This design comes from an exercise in tuning for small area, a short achievable clock period and few clock cycles per item on the open sky130 flow, not from production work. Only simulation tests tie the RTL to the original design; equivalence was not proved. Power and IR drop assume default switching activity.

==> flow/design.v (excerpt) <==
module ex_mdu (
   input  logic        clk,
   input  logic        reset,
   input  logic        start,
   input  logic [2:0]  md_op,
   input  logic [31:0] rs,
   input  logic [31:0] rt,
   output logic        busy,
   output logic [31:0] hi,
   output logic [31:0] lo
);
For scale: ~2,100 cells after synthesis, ~110 flip-flops, about 18,000 um2 of cells after synthesis.
Settings: LEC_CHECK=0, CAP_MARGIN=20, CORE_MARGIN=2, CORE_UTILIZATION=55, SLEW_MARGIN=20; clock period 110.0 ns.
standard.sh (not shown) runs the stock make flow with config.mk's settings and CLKGATE_MAP_FILE= SYNTH_SCRIPT=/design/flow/synth_recipe.tcl, a recipe that flattens the netlist after the stock synthesis.
==> flow/flow/run.sh <==
#!/bin/bash
# Own layout flow: the standard layout (standard.sh: standard synthesis,
# floorplan, place, CTS, route, finish) with two changes:
#  - the buffers ORFS puts on every input and output port are
#    sky130_fd_sc_hd__buf_1 cells instead of the default choice
#    (clkdlybuf4s50_1, a slow and large delay buffer);
#  - ORFS's setup repair after CTS works on every
#    path with less than SETUP_SLACK_MARGIN ns of slack, so it also speeds up
#    the paths from the inputs, which set the period this design achieves.
#    The clock period and all constraints stay the design's.
# Full make output goes to flow_standard.log in the work folder.
set -euo pipefail
cd "$(dirname "${BASH_SOURCE[0]}")/.."
export BUFFER_PORTS_ARGS="-buffer_cell sky130_fd_sc_hd__buf_1"
export SETUP_SLACK_MARGIN=86.6
export SKIP_INCREMENTAL_REPAIR=1
status=0
bash standard.sh > flow_standard.log 2>&1 || status=$?
tail -n 20 flow_standard.log
exit $status
Testbench counts at the start, summed over its fixed seeds: cycles 63,217, ops 12,000.
Edit:
- CORE_UTILIZATION: 55 -> 40
After rerunning:
- final cell count grows by a few percent
- cell area grows slightly
- synthesized area is unchanged
- clock skew grows by 6.9 ps
- via count hardly moves
- routed wire length grows by a few percent
- worst setup slack gets worse by 58 ps
- clock power grows by a little under a tenth
- combinational power grows slightly
- count of clock-buffer cells in the layout shrinks by 3
Edit:
- CORE_UTILIZATION: 40 -> 70
Outcome:
- total power fell slightly
- worst setup slack is worse by 39 ps
- count of clock-buffer cells in the layout stays the same
- wire length fell by a few percent
- clock skew increases by 8.9 ps
- utilization grows by 32 points
Edit:
==> flow/flow/run.sh (replaced) <==
#!/bin/bash
# Own layout flow: the standard layout (standard.sh: standard synthesis,
# floorplan, place, CTS, route, finish) with one change: the buffers ORFS puts
# on every input and output port are sky130_fd_sc_hd__buf_1 cells instead of
# the default choice (clkdlybuf4s50_1, a slow and large delay buffer).
# Full make output goes to flow_standard.log in the work folder.
set -euo pipefail
cd "$(dirname "${BASH_SOURCE[0]}")/.."
export BUFFER_PORTS_ARGS="-buffer_cell sky130_fd_sc_hd__buf_1"
status=0
bash standard.sh > flow_standard.log 2>&1 || status=$?
tail -n 20 flow_standard.log
exit $status
- CORE_UTILIZATION: 70 -> 40
Effect: Via count came out lower by 4.6%; power stays flat; worst setup slack loses 820 ps; maximum frequency came out lower by 3.3%; clock skew came out lower by 8.2 ps; die area came out higher by 73%; first-iteration DRC count came out lower by 35%; wire length came out higher by 4.2%; synthesized cell count is unchanged.
Edit:
--- a/flow/flow/run.sh
+++ b/flow/flow/run.sh
@@ -3,3 +3,8 @@
-# floorplan, place, CTS, route, finish) with one change: the buffers ORFS puts
-# on every input and output port are sky130_fd_sc_hd__buf_1 cells instead of
-# the default choice (clkdlybuf4s50_1, a slow and large delay buffer).
+# floorplan, place, CTS, route, finish) with two changes:
+#  - the buffers ORFS puts on every input and output port are
+#    sky130_fd_sc_hd__buf_1 cells instead of the default choice
+#    (clkdlybuf4s50_1, a slow and large delay buffer);
+#  - ORFS's setup repair after CTS works on every
+#    path with less than SETUP_SLACK_MARGIN ns of slack, so it also speeds up
+#    the paths from the inputs, which set the period this design achieves.
+#    The clock period and all constraints stay the design's.
@@ -9,0 +15,2 @@
+export SETUP_SLACK_MARGIN=86.6
+export SKIP_INCREMENTAL_REPAIR=1
- CORE_UTILIZATION: 40 -> 55
- CTS_BUF_LIST: default -> sky130_fd_sc_hd__clkbuf_8
Critical path depth fell by 3.
Count of clock-buffer cells in the layout is unchanged.
Routed wire length fell slightly.
Synthesized cell count stays the same.
Power fell slightly.
Global-route usage rose by 9.5 points.
Sequential power fell slightly.
Area after synthesis is unchanged.
Cell area stays flat.
Edit:
- CTS_CLUSTER_SIZE: default -> 10
Effect:
- The changed run went through all stages and came out clean
- wire length is unchanged
- count of clock-buffer cells in the layout does not change
- power does not change
- global-route usage is unchanged

static timing again, ports no longer ideal:
The flow's constraints put no driver on any port. The routed layouts listed below were extracted and timed again, unchanged, in two steps. Step 1: set_driving_cell puts a clkbuf_16 on clk and a buf_2 on each other input, an assumption about the parent block. Step 2 times the ports against the registers' clock, not the clock port: input delays grow and output delays shrink by t, the midpoint of the rising clock arrivals with the driver on. a / b / c = no drivers / after step 1 / after step 2; a / b = the first two.
| run | shift t [ns] | slack for setup (ns) | worst hold slack (ns) | slew at the worst register clock pin (ns) | cell pins on the clock port's net |
|---|---|---|---|---|---|
| the first run | 0.427 | 86.429 / 86.427 / 86.000 | 0.552 / 0.552 / 0.552 | 0.08 / 0.08 | 1 |
| the second run | 0.446 | 86.370 / 86.397 / 85.951 | 0.563 / 0.563 / 0.563 | 0.09 / 0.09 | 1 |
| the third run | 0.430 | 86.331 / 86.353 / 85.922 | 0.558 / 0.558 / 0.558 | 0.10 / 0.10 | 1 |
| the fourth run | 0.462 | 85.511 / 85.545 / 85.083 | 0.576 / 0.576 / 0.576 | 0.10 / 0.10 | 1 |
| the fifth run | 0.457 | 86.507 / 86.525 / 86.068 | 0.559 / 0.559 / 0.559 | 0.12 / 0.12 | 1 |
| the sixth run | 0.457 | 86.507 / 86.525 / 86.068 | 0.559 / 0.559 / 0.559 | 0.12 / 0.12 | 1 |
After both steps setup and hold are still met in every run listed.
